This is an optimization exercise on Yosys and OpenROAD, whose aim is small area and a short achievable clock period, not a production implementation. The RTL was checked by simulation tests, not by an equivalence proof against the original design. No activity file was given, so power comes from the tool's default toggle rates.

--- design/flow/constraint.sdc ---
create_clock -name core_clock -period 5.0 [get_ports {clk}]
set_input_delay 1.0000 -clock core_clock [delete_from_list [all_inputs] [get_ports {clk}]]
set_output_delay 1.0000 -clock core_clock [all_outputs]
set_load 0.01 [all_outputs]
--- design/flow/design.v ---
module instruction_fetch_unit #(
  parameter int MEM_DEPTH = 64,
  parameter int ADDR_W    = 6
) (
  input  logic              clk,
  input  logic              reset,
  input  logic              Load_En,
  input  logic [31:0]       Load_Data,
  input  logic              Start,
  input  logic              Stall,
  output logic [31:0]       Instruction_Code,
  output logic [ADDR_W-1:0] Instr_Addr,
  output logic              Instr_Valid,
  output logic [ADDR_W:0]   Prog_Len,
  output logic              Load_Full,
  output logic              Done
);
  typedef enum logic [1:0] {IDLE, RUN, DONE} state_t;
  localparam logic [ADDR_W:0]   LEN_ONE  = (ADDR_W+1)'(1);
  localparam logic [ADDR_W:0]   LEN_FULL = (ADDR_W+1)'(MEM_DEPTH);
  localparam logic [ADDR_W-1:0] ADDR_ONE = ADDR_W'(1);
  logic [31:0]       mem [MEM_DEPTH];
  state_t            state_q, state_d;
  logic [ADDR_W:0]   prog_len_q, prog_len_d;
  logic [31:0]       code_p0, code_d;
  logic [ADDR_W-1:0] addr_p0, addr_d;
  logic              vld_p0, vld_d;
  logic              mem_we;
  logic              at_last;
  logic              full;
  logic [ADDR_W-1:0] addr_inc;
  assign full     = (prog_len_q == LEN_FULL);
  assign addr_inc = addr_p0 + ADDR_ONE;
  assign at_last  = ({1'b0, addr_p0} == (prog_len_q - LEN_ONE));
  always_comb begin
    state_d    = state_q;
    prog_len_d = prog_len_q;
    code_d     = code_p0;
    addr_d     = addr_p0;
    vld_d      = vld_p0;
    mem_we     = 1'b0;
    case (state_q)
      IDLE: begin
        if (Load_En) begin
          if (!full) begin
            mem_we     = 1'b1;
            prog_len_d = prog_len_q + LEN_ONE;
          end
        end else if (Start && (prog_len_q != '0)) begin
          state_d = RUN;
          addr_d  = '0;
          code_d  = mem[0];
          vld_d   = 1'b1;
        end
      end
      RUN: begin
        if (!Stall) begin
          if (at_last) begin
            state_d = DONE;
            code_d  = '0;
            vld_d   = 1'b0;
          end else begin
            addr_d = addr_inc;
            code_d = mem[addr_inc];
          end
        end
      end
      DONE: begin
        if (Start) begin
          state_d = RUN;
          addr_d  = '0;
          code_d  = mem[0];
          vld_d   = 1'b1;
        end
      end
      default: begin
        state_d = IDLE;
        code_d  = '0;
        vld_d   = 1'b0;
      end
    endcase
  end
  always_ff @(posedge clk) begin
    if (reset) begin
      state_q    <= IDLE;
      prog_len_q <= '0;
      code_p0    <= '0;
      addr_p0    <= '0;
      vld_p0     <= 1'b0;
    end else begin
      state_q    <= state_d;
      prog_len_q <= prog_len_d;
      code_p0    <= code_d;
      addr_p0    <= addr_d;
      vld_p0     <= vld_d;
    end
  end
  always_ff @(posedge clk) begin
    if (mem_we && !reset) begin
      mem[prog_len_q[ADDR_W-1:0]] <= Load_Data;
    end
  end
  assign Instruction_Code = code_p0;
  assign Instr_Addr       = addr_p0;
  assign Instr_Valid      = vld_p0;
  assign Prog_Len         = prog_len_q;
  assign Load_Full        = full;
  assign Done             = (state_q == DONE);
endmodule
--- design/flow/config.mk ---
export PLATFORM = sky130hd
export DESIGN_NAME = instruction_fetch_unit
export DESIGN_NICKNAME = instruction_fetch_unit
export VERILOG_FILES = /design/flow/design.v
export SDC_FILE = /design/flow/constraint.sdc
export NUM_CORES = 4
export LEC_CHECK = 0
export CAP_MARGIN = 20
export CORE_MARGIN = 2
export CORE_UTILIZATION = 50
export SLEW_MARGIN = 20
--- design/flow/run.sh ---
#!/bin/bash
# synth_recipe.tcl (not shown) runs the flow's synth.tcl, then flattens the netlist and writes it again
# the make line also repeats each setting of config.mk as NAME=value (left out here)
make -C /OpenROAD-flow-scripts/flow DESIGN_CONFIG=/design/flow/config.mk WORK_HOME=/design/flow/orfs CLKGATE_MAP_FILE= SYNTH_SCRIPT=/design/flow/synth_recipe.tcl finish
==> impl_metrics.yaml, run 1 <==
run_status:
  outcome: "timing/DRC/antenna clean"
final_layout:
  fin_nets: 4063
  areaGrowthSynthToFinish_pct: 14.0
  drive_gt1_share_pct: 25.3
  fin_util_pct: 57.3
  finalNonFillerCells: 6354
grt:
  track_usage_pct: 26.0
  overflow: 0
  antenna_found_initial: 13
  grt_pass1_wl_mm: 298
  grt_max_degree: 93
  grt_pass1_vias: 38245
timing:
  fin_tns_setup_ns: 0
  worst_slew_margin_rel_pct: 24.6
  finalSetupViolations: 0
  worst_pin_slew_ns: 1.13
  drv_slew: 0
  max_freq_ghz: 0.257
  min_period_ns: 3.89
  worst_slack_ns: 1.11
  whs_ns: 0.480
  rsz0062_at_grt: "no"
  period_share_pct: 77.8
  hold_viol: 0
  clock_skew_ns: 0.0383
worst_setup_path:
  slowest_delay_ns: 0.74
  reg2reg_setup_slack_ns: 1.11
  crit_chain: "ha_4, buf_12, buf_4, mux4_2, mux2i_1, o22ai_1, nor4_1, o21ai_1"
  cp_slowest_cell: "ha_4"
  timing.rr.end: "code_p0[21]"
  worst-path-buf-inv: 2
  required_ns: 5.70
  end_kind: "flip-flop"
  r2r_start: "addr_p0[0]"
  critPathMaxFanout: 31
  startpoint_type: "flip-flop"
  critical_path_arrival_ns: 4.59
  critPathTopFamily: "multiplexers"
  criticalPathCategory: "reg -> reg"
  rr_worst_depth: 8
placement:
  dp.cells: 5973
  place_congestion: 0.900
  dp_worst_setup_slack_ns: 1.17
  dp_hpwl_mm: 129
  io_buffers: 84
routing:
  routed_wirelength_mm: 212
  ant_nets: 0
  viasPerCell: 6.26
  first_pass_iters: 5
  first_iter_violations: 5219
  drc_errors: 0
  vias: 39796
  wl_per_cell_um: 33.4
clock_tree:
  path_clk_slew_ns: 0.06
  postCtsSetupRepairBufs: 0
  htreeDepth: 4
  post_cts_resized: 0
  clock-sinks: 2096
  cts_buffers: 207
  worstSkewPairLatency_ns: 0.85
  holdBufCountCts: 0
  cts-root-buf: "clkbuf_16"
  cts.path.max_buffers: 3
  cts_tree: "built"
synth:
  synth-main-ff-cell: "edfxtp_1"
  synth_edf_count: 2048
  ys_types: 72
  synthTopCellsByArea: "edfxtp_1 76%, mux4_2 13%, mux2i_1 2.6%"
  syn_inst: 3753
  postSynthAreaPerCell_um2: 21.5
  synth_top_area_cell: "edfxtp_1"
  syn_area_um2: 80700
  yosys_warnings: 1
  ys_seq_elements: 2096
  ys_seq_area_share_pct: 77.4
  async_flop_share_pct: 0
  synth_top_area_share_pct: 76.2
pwr:
  switching_share_pct: 21.6
  p_seq_share_pct: 53.3
  pwr-share-comb_pct: 5.6
  ir_drop_mv: 0.387
  pwr-share-clk_pct: 41.1
  p_per_area_nw_per_um2: 397
  p_int_mw: 28.6
  leakage_nw: 27.5
  p_sw_mw: 7.88
worst_hold_path:
  hold_path_class: "in -> reg"
  hold_end: "mem[16][2]"
  hold_path_depth: 1
  holdCritStartpoint: "Load_Data[2]"
run:
  cap_viol_max_count: 0
floorplan:
  ios: 85
  die_y_um: 406
  start_util_pct: 50.3
  rows: 147
  core_um2: 160000
  dieWidth_um: 406
  die_area_um2: 165000
synth_stat cells (9+ instances only):
master	number
a32o_1	14
buf_1	22
buf_4	22
clkbuf_1	55
a21oi_1	34
xnor2_1	12
o22ai_1	101
nor3_1	14
o21ai_1	25
buf_2	98
a32oi_1	12
nand2_1	132
nor4_1	23
nand3_1	36
nor3b_1	9
edfxtp_1	2048
or4_1	9
mux2i_1	210
o21ai_0	25
a22oi_1	25
a31oi_1	15
nor2_1	155
mux4_2	477
mux2_2	13
dfxtp_1	48
cell families after synthesis:
group	Yosys count	share of synthesized area [%]
fa+ha+maj	4	0.0620
flops	2096	77.4
mux	700	16.1
simple gates	432	2.47
buf+inv	217	1.37
compound gates	287	2.35
xor+xnor	17	0.226
worst max-delay path by stage:
stage | startpoint | endpoint | slack [ns] | cells after the start
floorplan | prog_len_q[1] | mem[59][0] | 1.25 | 7
global placement | addr_p0[0] | code_p0[21] | 1.18 | 8
detailed placement | addr_p0[0] | code_p0[21] | 1.17 | 8
CTS | addr_p0[0] | code_p0[21] | 1.15 | 8
global route | addr_p0[0] | code_p0[5] | 1.07 | 8
finish | addr_p0[0] | code_p0[21] | 1.11 | 8
layer usage:
layer  vias to the layer above  share of wire, %  GRT usage, %
li1                      16304                 -             -
met1                     21490                43          39.5
met2                      1707                46          38.8
met3                       291               8.4          4.89
met4                         4               2.9          7.78
met5                         -             0.016             0
state kept, by name, indices dropped and copies added (netlist names):
| signal | count |
|---|---|
| addr_p0 | 6 |
| prog_len_q | 7 |
| state_q | 2 |
| vld_p0 | 1 |
| code_p0 | 32 |
| mem | 2048 |
cell usage in the layout (no fill, tap or decap), types with 24 or more instances in the layout:
master           netlist  layout
a21oi_1               34      33
a22oi_1               25      25
buf_12                 1      40
buf_4                 22     158
clkbuf_1              55      67
clkbuf_16              0     208
clkdlybuf4s50_1        0      52
clkinv_1               1      39
clkinv_2               0      24
dfxtp_1               48      47
edfxtp_1            2048    2048
mux2i_1              210     210
mux4_2               477     477
nand2_1              132     132
nand3_1               36      36
nor2_1               155      92
nor2_4                 0      63
o21ai_0               25      25
o21ai_1               25      25
o22ai_1              101     101
worst reg2reg max path: cells and delay by family, from the launching register on:
family | cells | cell delay, ns
buffers and inverters | 2 | 0.61
adder cells (fa/ha/maj) | 1 | 0.76
flip-flops | 1 | 0.68
multiplexers | 2 | 1.08
AO/OA/AOI/OAI | 2 | 0.26
AND/OR/NAND/NOR | 1 | 0.36
area by class of cell:
type / instances / area [um^2]
Fill cell: 11877 / 68400
Sequential cell: 2096 / 62500
Multi-Input combinational cell: 1440 / 17700
Clock buffer: 285 / 5590
Tap cell: 2160 / 2700
Timing Repair Buffer: 268 / 2600
Clock inverter: 91 / 895
Inverter: 9 / 33.8
Antenna cell: 5 / 12.5
power by group through the flow:
| stage | Clock (mW) | Combinational (mW) | Sequential [mW] |
|---|---|---|---|
| floorplan | 0 | 1.16 | 19.8 |
| global placement | 0 | 2.05 | 19.8 |
| detailed placement | 0 | 2.07 | 19.8 |
| CTS | 15.2 | 2.07 | 19.4 |
| global route | 15.9 | 2.16 | 19.4 |
| finish | 15.0 | 2.05 | 19.4 |
through the flow:
step | power, mW | area [um^2]
CTS | 36.7 | 92000
floorplan | 20.9 | 80700
global placement | 21.9 | 85500
finish | 36.5 | 92000
detailed placement | 21.9 | 85500
global route | 37.5 | 92000
==> run 2: changes to the inputs <==
==> design/flow/design.v (replaced) <==
module instruction_fetch_unit #(
  parameter int MEM_DEPTH = 64,
  parameter int ADDR_W    = 6
) (
  input  logic              clk,
  input  logic              reset,
  input  logic              Load_En,
  input  logic [31:0]       Load_Data,
  input  logic              Start,
  input  logic              Stall,
  output logic [31:0]       Instruction_Code,
  output logic [ADDR_W-1:0] Instr_Addr,
  output logic              Instr_Valid,
  output logic [ADDR_W:0]   Prog_Len,
  output logic              Load_Full,
  output logic              Done
);
  logic              run_q, done_q;
  logic [ADDR_W:0]   len_q;
  logic              nz_q;      
  logic [ADDR_W-1:0] addr_q;
  logic [ADDR_W-1:0] ptr_q;     
  logic              last_q;    
  logic [31:0]       code_q;
  logic [31:0]       mem [MEM_DEPTH];
  logic idle, full, load, start, adv, fin, hold, take;
  assign idle  = !run_q && !done_q;
  assign full  = len_q[ADDR_W];
  assign load  = idle && Load_En && !full;
  assign start = !reset && ((idle && !Load_En && Start && nz_q) || (done_q && Start));
  assign adv   = !reset && run_q && !Stall && !last_q;
  assign fin   = run_q && !Stall && last_q;
  assign hold  = !reset && run_q && Stall;
  assign take  = start || adv;
  logic [MEM_DEPTH-1:0] keep, wr;
  always_comb begin
    for (int i = 0; i < MEM_DEPTH; i++) begin
      keep[i] = (len_q > (ADDR_W+1)'(i));
      wr[i]   = load && (len_q[ADDR_W-1:0] == ADDR_W'(i));
    end
  end
  always_ff @(posedge clk) begin
    for (int i = 0; i < MEM_DEPTH; i++)
      mem[i] <= ({32{keep[i]}} & mem[i]) | ({32{wr[i]}} & Load_Data);
  end
  logic [31:0] rd;
  always_comb begin
    rd = '0;
    for (int i = 0; i < MEM_DEPTH; i++)
      rd = rd | ({32{ptr_q == ADDR_W'(i)}} & mem[i]);
  end
  logic [ADDR_W-1:0] ptr_inc;
  assign ptr_inc = ptr_q + ADDR_W'(1);
  always_ff @(posedge clk) begin
    code_q <= ({32{take}} & rd) | ({32{hold}} & code_q);
    if (reset) begin
      run_q  <= 1'b0;
      done_q <= 1'b0;
      len_q  <= '0;
      nz_q   <= 1'b0;
      addr_q <= '0;
      ptr_q  <= '0;
      last_q <= 1'b0;
    end else begin
      if (load) begin
        len_q <= len_q + (ADDR_W+1)'(1);
        nz_q  <= 1'b1;
      end
      if (start) begin
        run_q  <= 1'b1;
        done_q <= 1'b0;
        addr_q <= '0;
        ptr_q  <= ADDR_W'(1);
        last_q <= (len_q == (ADDR_W+1)'(1));
      end else if (adv) begin
        addr_q <= ptr_q;
        ptr_q  <= ptr_inc;
        last_q <= (({1'b0, ptr_q} + (ADDR_W+1)'(1)) == len_q);
      end else if (fin) begin
        run_q  <= 1'b0;
        done_q <= 1'b1;
        ptr_q  <= '0;
      end
    end
  end
  assign Instruction_Code = code_q;
  assign Instr_Addr       = addr_q;
  assign Instr_Valid      = run_q;
  assign Prog_Len         = len_q;
  assign Load_Full        = full;
  assign Done             = done_q;
endmodule
==> run 2 against run 1 <==
  * Via count increased by 67%
  * Clock skew is 0.0069 ns higher
  * Sequential share of layout area decreased by 19 points
  * Synthesized cell count up 84%
  * Clock power grew about 10%
  * Highest routed layer unchanged
==> impl_metrics.yaml, run 2 <==
routing:
  first_pass_iters: 8
  vias: 66382
  routed_wirelength_mm: 345
  drc_errors: 0
  viasPerCell: 7.49
  ant_nets: 0
  wl_per_cell_um: 38.9
  first_iter_violations: 10013
worst_hold_path:
  hold_path_class: "reg -> reg"
pwr:
  ir_drop_mv: 0.368
  p_int_mw: 26.7
  p_sw_mw: 7.83
  p_per_area_nw_per_um2: 397
  pwr-share-comb_pct: 3.1
  leakage_nw: 32.3
  finalPower_mw: 34.5
  switching_share_pct: 22.7
  p_seq_share_pct: 48.9
  pwr-share-clk_pct: 47.9
worst_setup_path:
  end_kind: "flip-flop"
  criticalPathCategory: "reg -> reg"
  critical_path_arrival_ns: 5.32
  reg2reg_setup_slack_ns: 0.41
  startpoint_type: "flip-flop"
  cp_slowest_cell: "or4_1"
  required_ns: 5.72
  slowest_delay_ns: 1.00
  critPathMaxFanout: 45
  crit_chain: "inv_1, ha_4, nand3b_1, nor2_2, buf_12, buf_4, a22oi_1, nand4_1, or4_1, nor4_1, o21ai_1"
run_status:
  outcome: "timing/DRC/antenna clean"
synth:
  synth-main-ff-cell: "dfxtp_1"
  synth_common_cells: "2383 x a22o_1, 2103 x dfxtp_1, 722 x clkbuf_1"
  yosys_warnings: 2
  ys_types: 60
  syn_inst: 6921
  synthTopCellsByArea: "dfxtp_1 55%, a22o_1 27%, a221oi_1 3.8%"
  synth_edf_count: 0
  synth-adder-area-share_pct: 0.130
  yosysMostFrequentCell: "a22o_1"
  synth-xor-area-share_pct: 0.137
  postSynthAreaPerCell_um2: 11.1
  synth-simple-area-share_pct: 3.75
  syn_area_um2: 76800
  synthMuxAreaShare_pct: 0.787
  ys_seq_area_share_pct: 54.8
  ys_seq_elements: 2103
  synth_top_family_by_area: "compound AO/OA/AOI/OAI gates"
  synth_compound_area_share_pct: 35.8
  synth_top_area_cell: "dfxtp_1"
  synth_top_area_share_pct: 54.8
  async_flop_share_pct: 0
clock_tree:
  cts_tree: "built"
  post_cts_resized: 0
  path_clk_slew_ns: 0.06
  worstSkewPairLatency_ns: 0.86
  cts-root-buf: "clkbuf_16"
  cts_buffers: 211
  clock-sinks: 2103
  htreeDepth: 4
  holdBufCountCts: 0
  postCtsSetupRepairBufs: 0
  cts.path.max_buffers: 3
placement:
  io_buffers: 84
  place_congestion: 1.08
  dp.cells: 8445
  dp_hpwl_mm: 209
timing:
  worst_pin_slew_ns: 1.27
  clock_skew_ns: 0.0452
  period_share_pct: 91.8
  finalSetupViolations: 0
  min_period_ns: 4.59
  max_freq_ghz: 0.218
  fin_tns_setup_ns: 0
  rsz0062_at_grt: "no"
  hold_viol: 0
  drv_slew: 0
  worst_slew_margin_rel_pct: 14.6
final_layout:
  finalNonFillerCells: 8858
  drive_gt1_share_pct: 12.4
  fin_nets: 6677
  largest_reg_flops: 2048
  fin_util_pct: 57.1
  most-common-layout-cells: "2383 x a22o_1, 2100 x dfxtp_1, 332 x a221oi_1, 310 x buf_4, 220 x a22oi_1"
  areaGrowthSynthToFinish_pct: 13.2
  fillers: 12787
  final_common_cell: "a22o_1"
grt:
  track_usage_pct: 42.5
  grt_pass1_vias: 60461
  grt_pass1_wl_mm: 481
  antenna_found_initial: 32
  grt_max_degree: 68
  overflow: 0
floorplan:
  die_area_um2: 157000
  dieWidth_um: 396
  ios: 85
  start_util_pct: 50.4
  rows: 143
  die_y_um: 396
  core_um2: 152000
run:
  cap_viol_max_count: 0
==> run 2: changes by cell type in the layout (fill, tap and decap cells not counted), sizes merged, moves of 114 or more <==
cell	before	now
mux2i	210	57
dfxtp	48	2103
a22oi	25	220
nand4	7	132
a221oi	2	332
mux4	477	0
edfxtp	2048	0
buf	216	330
a22o	7	2383
==> run 2: critical path: cells and delay by family (launching register included) <==
family	cells	cell delay [ns]
AO/OA/AOI/OAI	2	0.27
adder cells (fa/ha/maj)	1	0.37
buffers and inverters	3	0.62
flip-flops	1	0.55
AND/OR/NAND/NOR	5	2.53
==> run 2: metal layers <==
layer	part of all wire, %	vias to the layer above	global-route usage, %
li1	-	26856	-
met2	40	5085	57.6
met1	39	33306	57.0
met3	14	1105	16.2
met5	0.070	-	0
met4	6.8	30	25.0
==> run 2: area by class of cell <==
cell class                      instances  area [um^2]  area share [%]
Antenna cell                           18         45.0          0.0518
Clock buffer                          320         6410            7.37
Clock inverter                         71          853           0.982
Inverter                                6         22.5          0.0259
Multi-Input combinational cell       3925        31800            36.5
Sequential cell                      2103        42100            48.4
Tap cell                             2030         2540            2.92
Timing Repair Buffer                  385         3200            3.68
==> run 2: worst paths after layout <==
path | to | from | cells past startpoint
worst max-delay path | code_q[20] | ptr_q[0] | 11
worst min register to register | addr_q[1] | addr_q[1] | 2
worst max register to register | code_q[20] | ptr_q[0] | 11
worst min-delay path | addr_q[1] | addr_q[1] | 2
==> run 2: power by group through the flow <==
| stage | sequential [mW] | combinational (mW) | clock [mW] |
|---|---|---|---|
| 2_1_floorplan | 17.2 | 0.518 | 0 |
| 3_3_place_gp | 17.3 | 1.01 | 0 |
| 3_5_place_dp | 17.3 | 1.02 | 0 |
| 4_1_cts | 16.9 | 1.02 | 16.6 |
| 5_1_grt | 16.9 | 1.08 | 17.3 |
| 6_report | 16.9 | 1.09 | 16.5 |
==> run 2: cells by family (layout without fill, tap and decap cells) <==
| family | Yosys count | after routing |
|---|---|---|
| xor gates and xnor gates | 12 | 12 |
| and+or+nand+nor | 588 | 588 |
| buffers and inverters | 893 | 782 |
| DFF | 2103 | 2103 |
| AOI/OAI and AO/OA | 3257 | 3257 |
| other | 0 | 18 |
| muxes | 60 | 60 |
| adders and majority gates | 8 | 8 |
==> run 2: through the flow <==
| step | hold WS (ns) | setup WS, ns | cell area (um^2) |
|---|---|---|---|
| final | 0.454 | 0.408 | 86900 |
| after global routing | 0.480 | 0.406 | 86900 |
| after CTS | 0.456 | 0.690 | 86800 |
| after detailed placement | 0.448 | 0.710 | 79600 |
| after global placement | 0.446 | 0.273 | 79500 |
| after floorplan | 0.432 | 2.42 | 76800 |
==> run 3: changes to the inputs <==
--- a/design/flow/design.v
+++ b/design/flow/design.v
@@ -19,7 +19,7 @@
   logic [ADDR_W:0]   len_q;
   logic              nz_q;      
   logic [ADDR_W-1:0] addr_q;
-  logic [ADDR_W-1:0] ptr_q;     
+  logic [7:0]        plo_q, phi_q;
   logic              last_q;    
   logic [31:0]       code_q;
   logic [31:0]       mem [MEM_DEPTH];
@@ -47,10 +47,8 @@
   always_comb begin
     rd = '0;
     for (int i = 0; i < MEM_DEPTH; i++)
-      rd = rd | ({32{ptr_q == ADDR_W'(i)}} & mem[i]);
+      rd = rd | ({32{plo_q[i%8] & phi_q[i/8]}} & mem[i]);
   end
-  logic [ADDR_W-1:0] ptr_inc;
-  assign ptr_inc = ptr_q + ADDR_W'(1);
   always_ff @(posedge clk) begin
     code_q <= ({32{take}} & rd) | ({32{hold}} & code_q);
     if (reset) begin
@@ -59,7 +57,8 @@
       len_q  <= '0;
       nz_q   <= 1'b0;
       addr_q <= '0;
-      ptr_q  <= '0;
+      plo_q  <= 8'd1;
+      phi_q  <= 8'd1;
       last_q <= 1'b0;
     end else begin
       if (load) begin
@@ -70,16 +69,19 @@
         run_q  <= 1'b1;
         done_q <= 1'b0;
         addr_q <= '0;
-        ptr_q  <= ADDR_W'(1);
+        plo_q  <= 8'd2;
+        phi_q  <= 8'd1;
         last_q <= (len_q == (ADDR_W+1)'(1));
       end else if (adv) begin
-        addr_q <= ptr_q;
-        ptr_q  <= ptr_inc;
-        last_q <= (({1'b0, ptr_q} + (ADDR_W+1)'(1)) == len_q);
+        addr_q <= addr_q + ADDR_W'(1);
+        plo_q  <= {plo_q[6:0], plo_q[7]};
+        if (plo_q[7]) phi_q <= {phi_q[6:0], phi_q[7]};
+        last_q <= (({1'b0, addr_q} + (ADDR_W+1)'(2)) == len_q);
       end else if (fin) begin
         run_q  <= 1'b0;
         done_q <= 1'b1;
-        ptr_q  <= '0;
+        plo_q  <= 8'd1;
+        phi_q  <= 8'd1;
       end
     end
   end
==> run 3 against run 2 <==
  * Design area grew 0.64%
  * Cell count is 1.0% higher
  * Total power is 0.75% higher
  * Routed wire length down 14%
  * Critical path depth shrank 5
  * Critical endpoint is now code_q[22]
  * Largest cell class unchanged
  * Flip-flop and latch count up 10
  * Combinational power hardly changed
  * Sequential power hardly changed
  * Non-clock buffer count fell by 71
==> impl_metrics.yaml, run 3 <==
floorplan:
  die_y_um: 400
  rows: 145
  die_area_um2: 160000
  dieWidth_um: 400
  ios: 85
  core_um2: 156000
  start_util_pct: 50.3
clock_tree:
  cts_buffers: 212
  path_clk_slew_ns: 0.06
  postCtsSetupRepairBufs: 0
  holdBufCountCts: 0
  cts_tree: "built"
  cts.path.max_buffers: 3
  htreeDepth: 4
  post_cts_resized: 0
  clock-sinks: 2113
  cts-root-buf: "clkbuf_16"
  worstSkewPairLatency_ns: 0.84
grt:
  grt_max_degree: 105
  antenna_found_initial: 11
  overflow: 0
  grt_pass1_wl_mm: 429
  grt_pass1_vias: 59493
  track_usage_pct: 36.1
timing:
  finalSetupViolations: 0
  period_share_pct: 75.4
  worst_pin_slew_ns: 1.26
  max_freq_ghz: 0.265
  worst_slew_margin_rel_pct: 15.4
  fin_tns_setup_ns: 0
  rsz0062_at_grt: "no"
  min_period_ns: 3.77
  whs_ns: 0.474
  hold_viol: 0
  clock_skew_ns: 0.0217
  drv_slew: 0
placement:
  dp_hpwl_mm: 173
  io_buffers: 84
  placed_area_um2: 80000
  place_congestion: 0.956
pwr:
  ir_drop_mv: 0.360
  leakage_nw: 32.7
  p_per_area_nw_per_um2: 398
  finalPower_mw: 34.8
routing:
  first_pass_iters: 7
  routed_wirelength_mm: 298
  ant_nets: 0
  first_iter_violations: 8602
  viasPerCell: 7.14
  wl_per_cell_um: 33.3
  drc_errors: 0
  vias: 63907
synth:
  async_flop_share_pct: 0
  synth_top_area_cell: "dfxtp_1"
  synthTopCellsByArea: "dfxtp_1 54%, a22o_1 27%, a22oi_1 6.1%"
  synth-simple-area-share_pct: 3.19
  synth_edf_count: 0
  ys_types: 62
  synth-main-ff-cell: "dfxtp_1"
  ys_seq_area_share_pct: 54.0
  postSynthAreaPerCell_um2: 11.0
  yosys_warnings: 2
  syn_inst: 7127
  yosysMostFrequentCell: "a22o_1"
  synth_common_cells: "2403 x a22o_1, 2113 x dfxtp_1, 634 x a22oi_1"
  synth_compound_area_share_pct: 37.5
  synthMuxAreaShare_pct: 0.0128
  synth-xor-area-share_pct: 0.201
  ys_seq_elements: 2113
  synth_top_family_by_area: "compound AO/OA/AOI/OAI gates"
  syn_area_um2: 78300
  synth-adder-area-share_pct: 0.0958
  synth_top_area_share_pct: 54.0
worst_setup_path:
  slowest_delay_ns: 1.10
  startpoint_type: "flip-flop"
  critical_path_arrival_ns: 4.43
  critPathMaxFanout: 51
  required_ns: 5.66
  crit_chain: "buf_4, a22o_1, o21ai_0, o2111ai_1, o41ai_2, nand3_1"
  critPathTopFamily: "compound AO/OA/AOI/OAI gates"
  cp_slowest_cell: "o41ai_2"
  worst-path-buf-inv: 1
  criticalPathCategory: "reg -> reg"
  end_kind: "flip-flop"
run:
  cap_viol_max_count: 0
final_layout:
  fin_util_pct: 56.1
  final_common_cell: "a22o_1"
  fin_nets: 6758
  largest_reg_flops: 2048
  stdcell_area_um2: 87500
  areaGrowthSynthToFinish_pct: 11.7
  most-common-layout-cells: "2403 x a22o_1, 2098 x dfxtp_1, 633 x a22oi_1, 248 x buf_4, 216 x clkbuf_16"
  drive_gt1_share_pct: 10.7
run_status:
  outcome: "timing/DRC/antenna clean"
worst_hold_path:
  hold_path_class: "reg -> reg"
[run 3: cell types whose count changed after synthesis, sizes merged, moves of 60 or more]
cell,previous run,this run
nor2,154,89
nand3,26,127
a222oi,3,66
clkbuf,722,616
a221oi,332,2
o22ai,62,2
nand4,132,34
a22oi,220,634
buf,165,324
[run 3: final cells by class]
class / instances / area (um^2)
inverters: 16 / 60.1
well taps: 2058 / 2570
diodes: 1 / 2.50
flip-flops and latches: 2113 / 42400
repair buffers: 314 / 2680
multi-input cells: 4058 / 32400
clock inverters: 63 / 860
fillers: 13196 / 68400
clock buffers: 325 / 6520
[run 3: worst register-to-register path, delay by kind of cell, from the launching register on]
family / cells / cell delay [ns]
buf+inv: 1 / 0.36
simple gates: 1 / 0.16
compound gates: 4 / 2.51
flops: 1 / 0.58
[run 3: final timing paths]
| check | to | slack [ns] | cells after the start | start |
|---|---|---|---|---|
| setup reg to reg | code_q[22] | 1.23 | 6 | plo_q[3] |
| hold reg to reg | mem[43][31] | 0.47 | 1 | mem[43][31] |
| hold / removal | mem[43][31] | 0.47 | 1 | mem[43][31] |
| setup / recovery | code_q[22] | 1.23 | 6 | plo_q[3] |
[run 3: metal layers]
layer | track usage, % | vias to the layer above | share of wire [%]
met5 | 0 | - | 0.017
met4 | 20.0 | 8 | 6.1
met3 | 7.24 | 650 | 10
met2 | 52.4 | 3636 | 42
met1 | 50.1 | 32380 | 41
li1 | - | 27233 | -
[run 3: stage by stage]
stage,std cells,worst slack (ns)
after floorplan,7127,2.62
final,8948,1.23
after detailed placement,8556,1.13
after CTS,8944,1.32
after global placement,8555,1.21
after global routing,8947,1.29
[run 3: cells by family after synthesis]
kind of cell,after synthesis
compound gates,3544
xor+xnor,18
fa+ha+maj,6
buf+inv,956
flops,2113
mux,1
simple gates,489
[run 3: power breakdown]
group          switching [mW]  internal [mW]  total (mW)
clock network            6.84           9.87        16.7
logic                   0.854          0.231        1.08
registers              0.0811           16.9        17.0
==> run 4: changes to the inputs <==
--- a/design/flow/config.mk
+++ b/design/flow/config.mk
@@ -5,7 +5,9 @@
 export SDC_FILE = /design/flow/constraint.sdc
 export NUM_CORES = 4
 export LEC_CHECK = 0
+export ABC_CLOCK_PERIOD_IN_PS = 2400
 export CAP_MARGIN = 20
 export CORE_MARGIN = 2
 export CORE_UTILIZATION = 50
+export SETUP_SLACK_MARGIN = 2.6
 export SLEW_MARGIN = 20
==> run 4 against run 3 <==
  * Die area stayed put
  * Routed wire length up 7.8%
  * Cell count up 2.2%
  * Via count rose by 3.5%
  * Worst hold slack worse by 0.014 ns
  * First-iteration DRC count up 8.2%
  * Critical path depth is 2 higher
  * Combinational power rose by 24%
  * Global-route usage increased by 2.3 points
  * Largest power group unchanged
  * Highest routed layer unchanged
==> impl_metrics.yaml, run 4 <==
floorplan:
  die_area_um2: 160000
  ios: 85
  die_y_um: 400
  core_um2: 156000
  dieWidth_um: 400
  start_util_pct: 50.3
  rows: 145
synth:
  ys_seq_elements: 2113
  yosysMostFrequentCell: "a22o_1"
  async_flop_share_pct: 0
  postSynthAreaPerCell_um2: 11.0
  synth_top_area_cell: "dfxtp_1"
  syn_area_um2: 78300
  synth-main-ff-cell: "dfxtp_1"
  ys_types: 62
  syn_inst: 7127
  synth_top_area_share_pct: 54.0
  synthTopCellsByArea: "dfxtp_1 54%, a22o_1 27%, a22oi_1 6.1%"
  ys_seq_area_share_pct: 54.0
  yosys_warnings: 2
  synth_edf_count: 0
  synth_common_cells: "2403 x a22o_1, 2113 x dfxtp_1, 634 x a22oi_1"
worst_setup_path:
  startpoint_type: "flip-flop"
  critical_path_arrival_ns: 3.25
  end_kind: "flip-flop"
  rr_worst_depth: 8
  criticalPathCategory: "reg -> reg"
  critPathMaxFanout: 34
  required_ns: 5.67
final_layout:
  drive_gt1_share_pct: 18.1
  fillers: 12640
  seq_area_um2: 42500
  fin_util_pct: 59.7
  most-common-layout-cells: "2400 x a22o_1, 2051 x dfxtp_1, 597 x a22oi_1, 253 x buf_4, 225 x clkbuf_16"
  fin_nets: 6951
  areaGrowthSynthToFinish_pct: 18.7
  final_common_cell: "a22o_1"
  largest_reg_flops: 2048
  multi_input_area_um2: 34700
clock_tree:
  htreeDepth: 4
  cts-root-buf: "clkbuf_16"
  clock-sinks: 2113
  cts_buffers: 212
  worstSkewPairLatency_ns: 0.84
  cts.path.max_buffers: 3
  path_clk_slew_ns: 0.06
  cts_tree: "built"
timing:
  rsz0062_at_grt: "yes"
  worst_slew_margin_rel_pct: 23.0
  finalSetupViolations: 0
  clock_skew_ns: 0.0239
  period_share_pct: 51.7
  min_period_ns: 2.58
  worst_pin_slew_ns: 1.16
  whs_ns: 0.459
  fin_tns_setup_ns: 0
  max_freq_ghz: 0.387
  worst_slack_ns: 2.42
  hold_viol: 0
  drv_slew: 0
grt:
  grt_pass1_vias: 60903
  grt_pass1_wl_mm: 451
  track_usage_pct: 38.4
  antenna_found_initial: 9
  overflow: 0
  grt_max_degree: 87
placement:
  dp_worst_setup_slack_ns: 1.13
  dp_hpwl_mm: 173
  io_buffers: 84
  place_congestion: 0.956
pwr:
  pwr-share-comb_pct: 3.8
  p_per_area_nw_per_um2: 377
  pwr-share-clk_pct: 47.8
  p_sw_mw: 7.96
  finalPower_mw: 35.1
  ir_drop_mv: 0.373
  leakage_nw: 35.0
  switching_share_pct: 22.7
  p_seq_share_pct: 48.4
  p_int_mw: 27.1
routing:
  ant_nets: 0
  vias: 66145
  wl_per_cell_um: 35.1
  drc_errors: 0
  routed_wirelength_mm: 321
  first_pass_iters: 9
  viasPerCell: 7.24
  first_iter_violations: 9304
worst_hold_path:
  hold_path_depth: 2
  hold_path_class: "reg -> reg"
run:
  cap_viol_max_count: 0
run_status:
  outcome: "timing/DRC/antenna clean"
## run 4: metrics by stage
step / cells / cell area (um^2)
finish: 9141 / 93000
global route: 9140 / 93000
CTS: 9084 / 91400
detailed placement: 8556 / 80000
global placement: 8555 / 80000
floorplan: 7127 / 78300
## run 4: cells by family after synthesis
group	share of synthesized area, %
AOI/OAI and AO/OA	37.5
muxes	0.0128
buffers and inverters	5.04
xor gates and xnor gates	0.201
adders and majority gates	0.0958
and+or+nand+nor	3.19
DFF	54.0
## run 4: timing repair
action	4_1_cts	5_1_grt
endpoints found under the setup margin	2124	1758
hold buffers	0	0
pin swaps	66	79
buffers inserted	120	43
cloned	20	12
gates resized for setup	757	232
## run 4: layout make-up
class                           count  share of cell area, %
Sequential cell                  2113                   45.7
Clock buffer                      325                   7.01
Timing Repair Buffer              499                   6.14
Clock inverter                     63                  0.924
Multi-Input combinational cell   4065                   37.4
Timing Repair inverter              1                0.00538
Tap cell                         2058                   2.77
Antenna cell                        1                0.00269
Inverter                           16                 0.0874
## run 4: final timing paths
check,from,endpoint,slack (ns)
min,code_q[14],code_q[14],0.46
max reg2reg,phi_q[0],code_q[22],2.42
min reg2reg,code_q[14],code_q[14],0.46
max,phi_q[0],code_q[22],2.42
## run 4: routing by layer
metal | global-route usage (%) | routed length (um) | up-vias
met5 | 0 | 54 | -
met3 | 8.67 | 35400 | 725
met2 | 55.1 | 134000 | 4256
met1 | 52.8 | 130000 | 33501
li1 | - | - | 27655
met4 | 22.2 | 21200 | 8
## run 4: power by group through the flow
stage          Clock, mW  Sequential (mW)  Combinational [mW]
3_5_place_dp           0             17.4                1.05
4_1_cts             16.8             17.0                1.25
6_report            16.8             17.0                1.34
3_3_place_gp           0             17.4                1.04
2_1_floorplan          0             17.3               0.568
5_1_grt             17.5             17.0                1.34
## run 4: worst max-delay path, cell delays in order, from the launching register on
cell and delay, ns:
dfxtp_4 0.36, buf_12 0.14, buf_12 0.16, and2_4 0.20, buf_12 0.17, a22oi_1 0.23
nand4_1 0.24, o41ai_4 0.70, nand3_1 0.13
==> run 5: changes to the inputs <==
==> design/flow/design.v (replaced) <==
module instruction_fetch_unit #(
  parameter int MEM_DEPTH = 64,
  parameter int ADDR_W    = 6
) (
  input  logic              clk,
  input  logic              reset,
  input  logic              Load_En,
  input  logic [31:0]       Load_Data,
  input  logic              Start,
  input  logic              Stall,
  output logic [31:0]       Instruction_Code,
  output logic [ADDR_W-1:0] Instr_Addr,
  output logic              Instr_Valid,
  output logic [ADDR_W:0]   Prog_Len,
  output logic              Load_Full,
  output logic              Done
);
  logic              run_q, done_q;
  logic [ADDR_W:0]   len_q;
  logic              nz_q;      
  logic [ADDR_W-1:0] addr_q;
  logic              last_q;    
  logic              phase_q;   
  logic [31:0]       code_q;
  logic [MEM_DEPTH-1:0][31:0] ring;
  logic idle, full, load, start, adv, fin, hold, take;
  assign idle  = !run_q && !done_q;
  assign full  = len_q[ADDR_W];
  assign load  = idle && Load_En && !full;
  assign start = !reset && ((idle && !Load_En && Start && nz_q) || (done_q && Start));
  assign adv   = !reset && run_q && !Stall && !last_q;
  assign fin   = run_q && !Stall && last_q;
  assign hold  = !reset && run_q && Stall;
  assign take  = start || adv;
  logic [31:0] wdata;
  assign wdata = (idle && Load_En) ? (Load_Data ^ {32{phase_q}}) : ring[0];
  logic [MEM_DEPTH-1:0] wr, sh, hd;
  always_comb begin
    for (int p = 0; p < MEM_DEPTH; p++) begin
      wr[p] = (load && (len_q[ADDR_W-1:0] == ADDR_W'(p))) ||
              (take && (len_q == (ADDR_W+1)'(p + 1)));
      sh[p] = take && (len_q > (ADDR_W+1)'(p + 1));
      hd[p] = !(wr[p] || sh[p]);
    end
  end
  logic [MEM_DEPTH-1:0][31:0] ring_n, ring_d;
  assign ring_n = {32'b0, ring[MEM_DEPTH-1:1]};
  for (genvar g = 0; g < MEM_DEPTH; g++) begin : g_slot
    ifu_slot_gate u_gate (
      .hd(hd[g]), .sh(sh[g]), .wr(wr[g]),
      .q(ring[g]), .n(ring_n[g]), .w(wdata),
      .d(ring_d[g])
    );
  end
  always_ff @(posedge clk) ring <= ring_d;
  always_ff @(posedge clk) begin
    phase_q <= reset ? 1'b0 : !phase_q;
    code_q  <= ({32{take}} & (ring[0] ^ {32{phase_q}})) | ({32{hold}} & code_q);
    if (reset) begin
      run_q  <= 1'b0;
      done_q <= 1'b0;
      len_q  <= '0;
      nz_q   <= 1'b0;
      addr_q <= '0;
      last_q <= 1'b0;
    end else begin
      if (load) begin
        len_q <= len_q + (ADDR_W+1)'(1);
        nz_q  <= 1'b1;
      end
      if (start) begin
        run_q  <= 1'b1;
        done_q <= 1'b0;
        addr_q <= '0;
        last_q <= (len_q == (ADDR_W+1)'(1));
      end else if (adv) begin
        addr_q <= addr_q + ADDR_W'(1);
        last_q <= (({1'b0, addr_q} + (ADDR_W+1)'(2)) == len_q);
      end else if (fin) begin
        run_q  <= 1'b0;
        done_q <= 1'b1;
      end
    end
  end
  assign Instruction_Code = code_q;
  assign Instr_Addr       = addr_q;
  assign Instr_Valid      = run_q;
  assign Prog_Len         = len_q;
  assign Load_Full        = full;
  assign Done             = done_q;
endmodule
module ifu_slot_gate (
  input  logic        hd,
  input  logic        sh,
  input  logic        wr,
  input  logic [31:0] q,
  input  logic [31:0] n,
  input  logic [31:0] w,
  output logic [31:0] d
);
  assign d = ~(({32{hd}} & q) | ({32{sh}} & n) | ({32{wr}} & w));
endmodule
--- a/design/flow/config.mk
+++ b/design/flow/config.mk
@@ -11,3 +11,4 @@
 export CORE_UTILIZATION = 50
 export SETUP_SLACK_MARGIN = 2.6
 export SLEW_MARGIN = 20
+export SYNTH_HIERARCHICAL = 1
==> run 5 against run 4 <==
  * Critical path depth is 2 higher
  * Design area decreased by 4.5%
  * Synthesized area shrank 7.5%
  * Core utilization rose by 2.1 points
  * Cell count decreased by 13%
  * Register-to-register slack got worse by 0.18 ns
  * Worst setup slack worse by 0.18 ns
  * Synthesized cell count down 22%
  * Combinational power increased to 3.5 times the previous value
  * Flip-flop and latch count down 15
  * First-iteration DRC count up 96%
  * Sequential power is 8% higher
  * Largest cell class unchanged
  * Largest power group unchanged
==> impl_metrics.yaml, run 5 <==
worst_setup_path:
  r2r_start: "run_q"
  critPathMaxFanout: 32
  rr_worst_depth: 10
  critical_path_arrival_ns: 3.45
  reg2reg_setup_slack_ns: 2.23
  criticalPathCategory: "reg -> reg"
  end_kind: "flip-flop"
  startpoint_type: "flip-flop"
  timing.rr.end: "ring[766]"
  required_ns: 5.68
routing:
  viasPerCell: 7.97
  ant_nets: 0
  wl_per_cell_um: 34.4
  drc_errors: 0
  first_pass_iters: 29
  vias: 63574
  routed_wirelength_mm: 274
  first_iter_violations: 18282
synth:
  synth-adder-area-share_pct: 0.104
  synth-simple-area-share_pct: 2.55
  synthMuxAreaShare_pct: 0
  synth-xor-area-share_pct: 0.966
  yosysMostFrequentCell: "dfxtp_1"
  ys_types: 62
  synth_top_area_cell: "dfxtp_1"
  synth_compound_area_share_pct: 30.5
  async_flop_share_pct: 0
  synthTopCellsByArea: "dfxtp_1 58%, a222oi_1 28%, buf_6 6.0%"
  synth_top_area_share_pct: 58.0
  synth_common_cells: "2098 x dfxtp_1, 2048 x a222oi_1, 386 x buf_6"
  syn_area_um2: 72400
  synth-main-ff-cell: "dfxtp_1"
  synth_top_family_by_area: "compound AO/OA/AOI/OAI gates"
  synth_edf_count: 0
  ys_seq_area_share_pct: 58.0
  ys_seq_elements: 2098
  yosys_warnings: 7
  postSynthAreaPerCell_um2: 13.0
  syn_inst: 5563
timing:
  clock_skew_ns: 0.0267
  drv_slew: 0
  hold_viol: 0
  rsz0062_at_grt: "yes"
  fin_tns_setup_ns: 0
  period_share_pct: 55.3
  max_freq_ghz: 0.361
  worst_pin_slew_ns: 1.07
  min_period_ns: 2.77
  worst_slew_margin_rel_pct: 28.7
  finalSetupViolations: 0
final_layout:
  areaGrowthSynthToFinish_pct: 22.6
  finalNonFillerCells: 7980
  final_common_cell: "dfxtp_1"
  fin_util_pct: 61.8
  drive_gt1_share_pct: 24.0
  largest_reg_flops: 2048
  most-common-layout-cells: "2074 x dfxtp_1, 2048 x a222oi_1, 277 x buf_4, 254 x clkbuf_16, 145 x buf_12"
  n_antenna_cell: 0
  fin_nets: 5950
run:
  cap_viol_max_count: 0
clock_tree:
  holdBufCountCts: 0
  cts.path.max_buffers: 3
  htreeDepth: 4
  worstSkewPairLatency_ns: 0.85
  cts_buffers: 204
  cts-root-buf: "clkbuf_16"
  clock-sinks: 2098
  path_clk_slew_ns: 0.06
  cts_tree: "built"
worst_hold_path:
  holdCritStartpoint: "ring[1854]"
  hold_path_class: "reg -> reg"
  hold_end: "ring[1822]"
  hold_path_depth: 1
grt:
  overflow: 0
  antenna_found_initial: 4
  grt_max_degree: 65
  grt_pass1_wl_mm: 369
  track_usage_pct: 31.9
  grt_pass1_vias: 57721
pwr:
  ir_drop_mv: 0.311
  pwr-share-comb_pct: 12.1
  switching_share_pct: 26.5
  pwr-share-clk_pct: 40.2
  p_per_area_nw_per_um2: 435
  p_int_mw: 28.4
  p_sw_mw: 10.2
  finalPower_mw: 38.6
  leakage_nw: 31.5
  p_seq_share_pct: 47.7
floorplan:
  dieWidth_um: 385
  die_y_um: 385
  start_util_pct: 50.4
  ios: 85
  core_um2: 144000
  rows: 139
  die_area_um2: 148000
placement:
  dp_hpwl_mm: 132
  dp.cells: 7156
  io_buffers: 84
  place_congestion: 0.937
run_status:
  outcome: "timing/DRC/antenna clean"
[run 5: cell count changes after synthesis, moves of 33 or more]
cell      change
nand3_1     -102
xnor2_1      +61
buf_6       +381
a222oi_1   +1982
buf_1        -70
clkbuf_1    -574
nor2_1       +60
a22o_1     -2400
o31ai_1      -33
a22oi_1     -628
nor3_1       +36
[run 5: worst max-delay path: stages (launching register included)]
cell and delay [ns]:
dfxtp_4 0.39, buf_6 0.12, nor3b_4 0.25, nand2_4 0.15, buf_6 0.16, o21ai_4 0.08
buf_12 0.16, nand2_1 0.32, o32ai_4 0.42, buf_6 0.39, a222oi_1 0.15
[run 5: kinds of logic after synthesis]
kind of cell,Yosys count
compound gates,2310
simple gates,399
flops,2098
fa+ha+maj,6
xor+xnor,79
other cells,1
buf+inv,670
[run 5: cell type report]
type                       instances  area [um^2]
multi-input combinational       2865        28200
sequential                      2098        42100
inverter                           6         27.5
fill                           10958        54800
timing repair buffer             732         9340
clock buffer                     325         6170
clock inverter                    51          627
tap                             1903         2380
[run 5: power groups by stage]
| stage | combinational [mW] | clock (mW) | sequential, mW |
|---|---|---|---|
| finish | 4.69 | 15.5 | 18.4 |
| global route | 4.77 | 16.3 | 18.5 |
| CTS | 4.00 | 15.6 | 18.4 |
| detailed placement | 3.71 | 0 | 18.7 |
| global placement | 3.59 | 0 | 18.7 |
| floorplan | 2.18 | 0 | 18.5 |
[run 5: worst max-delay path by stage]
| stage | start | endpoint | slack [ns] | cells after the start |
|---|---|---|---|---|
| 6_report | run_q | ring[766] | 2.23 | 10 |
| 5_1_grt | run_q | ring[766] | 2.32 | 10 |
| 4_1_cts | len_q[1] | ring[474] | 2.49 | 7 |
| 3_5_place_dp | reset | ring[337] | 0.63 | 8 |
| 3_3_place_gp | reset | ring[1474] | 0.63 | 7 |
| 2_1_floorplan | reset | ring[1879] | 2.08 | 10 |
[run 5: what timing repair did]
action | 4_1_cts | 5_1_grt
gates cloned | 46 | 75
buffers inserted | 186 | 141
pin swaps | 74 | 262
gates resized for setup | 613 | 420
endpoints found under the setup margin | 2132 | 2008
[run 5: stage by stage]
stage          area, um^2  hold slack (ns)  worst slack (ns)
3_5_place_dp        73700            0.429             0.632
5_1_grt             88800            0.445              2.32
4_1_cts             84400            0.438              2.49
2_1_floorplan       73400            0.419              2.08
6_report            88800            0.443              2.23
3_3_place_gp        73500            0.426             0.634
[run 5: Yosys stat by module (local to each module, per instance)]
module | cells inside | area [um^2]
ifu_slot_gate | 41 | 403
instruction_fetch_unit | 2939 | 46600
[run 5: routing by layer]
layer  vias to the layer above  track usage [%]  routed length (um)
met3                       873             7.24               32800
met4                         8             12.9               13900
met5                         -            0.487                  52
met1                     32059             42.4              104000
met2                      4611             50.1              124000
li1                      26023                -                   -
==> run 6: changes to the inputs <==
--- a/design/flow/config.mk
+++ b/design/flow/config.mk
@@ -8,7 +8,9 @@
 export ABC_CLOCK_PERIOD_IN_PS = 2400
 export CAP_MARGIN = 20
 export CORE_MARGIN = 2
-export CORE_UTILIZATION = 50
-export SETUP_SLACK_MARGIN = 2.6
+export CORE_UTILIZATION = 42
+export CTS_CLUSTER_DIAMETER = 80
+export CTS_CLUSTER_SIZE = 24
+export SETUP_SLACK_MARGIN = 2.4
 export SLEW_MARGIN = 20
 export SYNTH_HIERARCHICAL = 1
==> run 6 against run 5 <==
  * Still clean
  * Non-clock buffer count is 226 lower
  * First-iteration DRC count down 15%
  * Maximum frequency grew 4.1%
  * Critical path depth did not move
  * Worst hold slack worse by 0.0051 ns
  * Sequential share of layout area rose by 4.5 points
  * Synthesized area unchanged
  * Design area fell by 8.8%
  * Global-route usage decreased by 7.8 points
  * Synthesized cell count unchanged
  * Largest cell class unchanged
==> impl_metrics.yaml, run 6 <==
run_status:
  outcome: "timing/DRC/antenna clean"
final_layout:
  n_antenna_cell: 0
  drive_gt1_share_pct: 16.7
  areaGrowthSynthToFinish_pct: 11.9
  largest_reg_flops: 2048
  fin_nets: 5616
  most-common-layout-cells: "2081 x dfxtp_1, 2048 x a222oi_1, 262 x buf_4, 116 x clkbuf_16, 112 x nand2_1"
  finalNonFillerCells: 7912
  final_common_cell: "dfxtp_1"
  fillers: 15328
  stdcell_area_um2: 81000
routing:
  viasPerCell: 7.42
  drc_errors: 0
  wl_per_cell_um: 29.1
  first_pass_iters: 14
  first_iter_violations: 15523
  vias: 58709
  ant_nets: 0
  routed_wirelength_mm: 230
floorplan:
  die_y_um: 419
  dieWidth_um: 419
  start_util_pct: 42.2
  rows: 152
  die_area_um2: 176000
  ios: 85
  core_um2: 172000
grt:
  grt_pass1_vias: 56027
  antenna_found_initial: 2
  overflow: 0
  grt_max_degree: 65
  track_usage_pct: 24.2
  grt_pass1_wl_mm: 341
run:
  cap_viol_max_count: 0
synth:
  async_flop_share_pct: 0
  ys_seq_elements: 2098
  synth_top_area_share_pct: 58.0
  synthTopCellsByArea: "dfxtp_1 58%, a222oi_1 28%, buf_6 6.0%"
  synth_top_area_cell: "dfxtp_1"
  ys_seq_area_share_pct: 58.0
  syn_area_um2: 72400
  synth_edf_count: 0
  yosys_warnings: 7
  yosysMostFrequentCell: "dfxtp_1"
  ys_types: 62
  synth_common_cells: "2098 x dfxtp_1, 2048 x a222oi_1, 386 x buf_6"
  postSynthAreaPerCell_um2: 13.0
  syn_inst: 5563
  synth-main-ff-cell: "dfxtp_1"
timing:
  min_period_ns: 2.66
  finalSetupViolations: 0
  drv_slew: 0
  max_freq_ghz: 0.376
  worst_pin_slew_ns: 1.05
  hold_viol: 0
  rsz0062_at_grt: "yes"
  clock_skew_ns: 0.0581
  fin_tns_setup_ns: 0
  period_share_pct: 53.1
  whs_ns: 0.438
  worst_slew_margin_rel_pct: 29.7
pwr:
  ir_drop_mv: 0.291
  p_sw_mw: 8.61
  p_per_area_nw_per_um2: 390
  p_seq_share_pct: 58.4
  finalPower_mw: 31.6
  pwr-share-comb_pct: 11.6
  p_int_mw: 23.0
  leakage_nw: 27.6
  pwr-share-clk_pct: 29.9
  switching_share_pct: 27.3
worst_setup_path:
  critPathMaxFanout: 16
  required_ns: 5.61
  slowest_delay_ns: 0.41
  crit_top_cell: "buf_4"
  cp_slowest_cell: "o32a_4"
  crit_chain: "buf_4, buf_4, or3b_2, nor2_4, buf_4, a21oi_1, nor2_4, buf_12, o32a_4, a222oi_1"
  critical_path_arrival_ns: 3.27
  criticalPathCategory: "reg -> reg"
  startpoint_type: "flip-flop"
  end_kind: "flip-flop"
clock_tree:
  clock-sinks: 2098
  cts_buffers: 103
  holdBufCountCts: 0
  path_clk_slew_ns: 0.09
  htreeDepth: 3
  worstSkewPairLatency_ns: 0.78
  cts.path.max_buffers: 3
  cts-root-buf: "clkbuf_16"
  cts_tree: "built"
placement:
  dp_hpwl_mm: 124
  dp.cells: 7553
  io_buffers: 84
  place_congestion: 0.902
  placed_area_um2: 73800
worst_hold_path:
  hold_path_class: "reg -> reg"
run 6: changes by cell type in the layout (fill, tap and decap cells not counted), moves of 13 or more:
cell and delta:
clkbuf_1 -59, dlygate4sd2_1 +45, buf_16 -13, nor2_1 +14, clkbuf_8 -46, buf_8 -17, buf_2 -36, buf_6 -68
clkinv_2 -25, buf_4 -15, nand2_1 +18, buf_12 -86, clkbuf_16 -138
run 6: modules after synthesis (local to each module, per instance):
module                  times used  area [um^2]  cells
instruction_fetch_unit           1        46600   2939
ifu_slot_gate                   64          403     41
run 6: kinds of logic (layout without fill, tap and decap cells):
| family | after synthesis | after routing | share of synthesized area [%] |
|---|---|---|---|
| compound gates | 2310 | 2327 | 30.5 |
| xor+xnor | 79 | 79 | 0.966 |
| buf+inv | 670 | 646 | 7.87 |
| simple gates | 399 | 414 | 2.55 |
| other cells | 1 | 32 | 0.00518 |
| fa+ha+maj | 6 | 6 | 0.104 |
| flops | 2098 | 2098 | 58.0 |
run 6: repair_timing:
item,CTS,global route
buffers inserted,102,72
resized for setup,339,145
gates cloned,32,19
setup endpoints to repair,2099,1825
pin swaps,53,51
run 6: stage by stage:
stage                     setup WS [ns]  utilization (%)
after floorplan                    2.08                -
after global placement            0.645             43.0
after detailed placement          0.523             43.0
after CTS                          2.16             46.3
after global routing               2.33             47.2
final                              2.34             47.2
run 6: power groups by stage:
stage	clock (mW)	sequential, mW	combinational, mW
after detailed placement	0	18.8	3.42
final	9.45	18.5	3.68
after global routing	10.2	18.5	3.85
after global placement	0	18.8	3.35
after CTS	9.63	18.4	3.55
after floorplan	0	18.5	2.18
run 6: per-layer routing:
metal | track usage (%) | vias to the layer above | wire length [um]
li1 | - | 25128 | -
met1 | 33.1 | 30060 | 95700
met2 | 39.3 | 3096 | 107000
met3 | 3.53 | 423 | 21000
met4 | 7.24 | 2 | 6590
met5 | 0 | - | 8
run 6: cell type report:
| cell class | instances | area, um^2 | area share [%] |
|---|---|---|---|
| sequential | 2098 | 42000 | 51.9 |
| multi-input combinational | 2858 | 27600 | 34.1 |
| timing repair buffer | 506 | 5420 | 6.69 |
| tap | 2310 | 2890 | 3.57 |
| clock buffer | 116 | 2730 | 3.37 |
| clock inverter | 18 | 269 | 0.332 |
| inverter | 6 | 25.0 | 0.0309 |
run 6: worst paths after layout:
| path | startpoint | endpoint | slack (ns) | depth (start not counted) |
|---|---|---|---|---|
| worst min register to register | ring[588] | ring[556] | 0.44 | 1 |
| worst max-delay path | len_q[5] | ring[1586] | 2.34 | 10 |
| worst min-delay path | ring[588] | ring[556] | 0.44 | 1 |
| worst max register to register | len_q[5] | ring[1586] | 2.34 | 10 |
run 6: critical path, delay by kind of cell, from the launching register on:
family | cells | cell delay, ns
and+or+nand+nor | 3 | 0.37
DFF | 1 | 0.38
buffers and inverters | 4 | 0.61
AOI/OAI and AO/OA | 3 | 1.12

[separate check: timing with driven ports]
The results above use ideal ports. As a check the final layouts listed here were re-extracted and re-timed, cells and wires unchanged. Step 1 (the two cells are an assumption about what drives the block):
set clk [get_ports {clk}]
set_driving_cell -lib_cell sky130_fd_sc_hd__clkbuf_16 $clk
set_driving_cell -lib_cell sky130_fd_sc_hd__buf_2 [delete_from_list [all_inputs] $clk]
Step 2 adds t to the input delays and takes it off the output delays; t is the mean of the earliest and latest rising clock arrival at the registers after step 1. Input paths then give back, and output paths get back, about the clock's delay inside the block. a / b / c = ideal ports / drivers / drivers and shift; a / b = the first two.
run | t, ns | slack for setup (ns) | hold WS [ns] | clock arrival spread, ns | worst slew at a driven data input, ns
run 1 | 0.921 | 1.110 / 1.110 / 1.110 | 0.480 / 0.416 / 0.493 | 0.041 / 0.040 | 0.10
run 2 | 0.924 | 0.408 / 0.408 / 0.408 | 0.454 / 0.454 / 0.454 | 0.050 / 0.051 | 0.15
run 3 | 0.911 | 1.228 / 1.228 / 1.047 | 0.474 / 0.474 / 0.474 | 0.023 / 0.023 | 0.07
run 4 | 0.920 | 2.416 / 2.335 / 1.685 | 0.459 / 0.459 / 0.459 | 0.028 / 0.028 | 0.07
run 5 | 0.917 | 2.234 / 2.215 / 1.298 | 0.443 / 0.443 / 0.443 | 0.032 / 0.032 | 0.16
run 6 | 0.833 | 2.343 / 2.319 / 1.605 | 0.438 / 0.438 / 0.438 | 0.059 / 0.059 | 0.05
After both steps setup and hold are still met in every run listed. The setup slack of run 5, which loses most, moves by -0.019 ns with the drivers and by -0.936 ns with both steps.
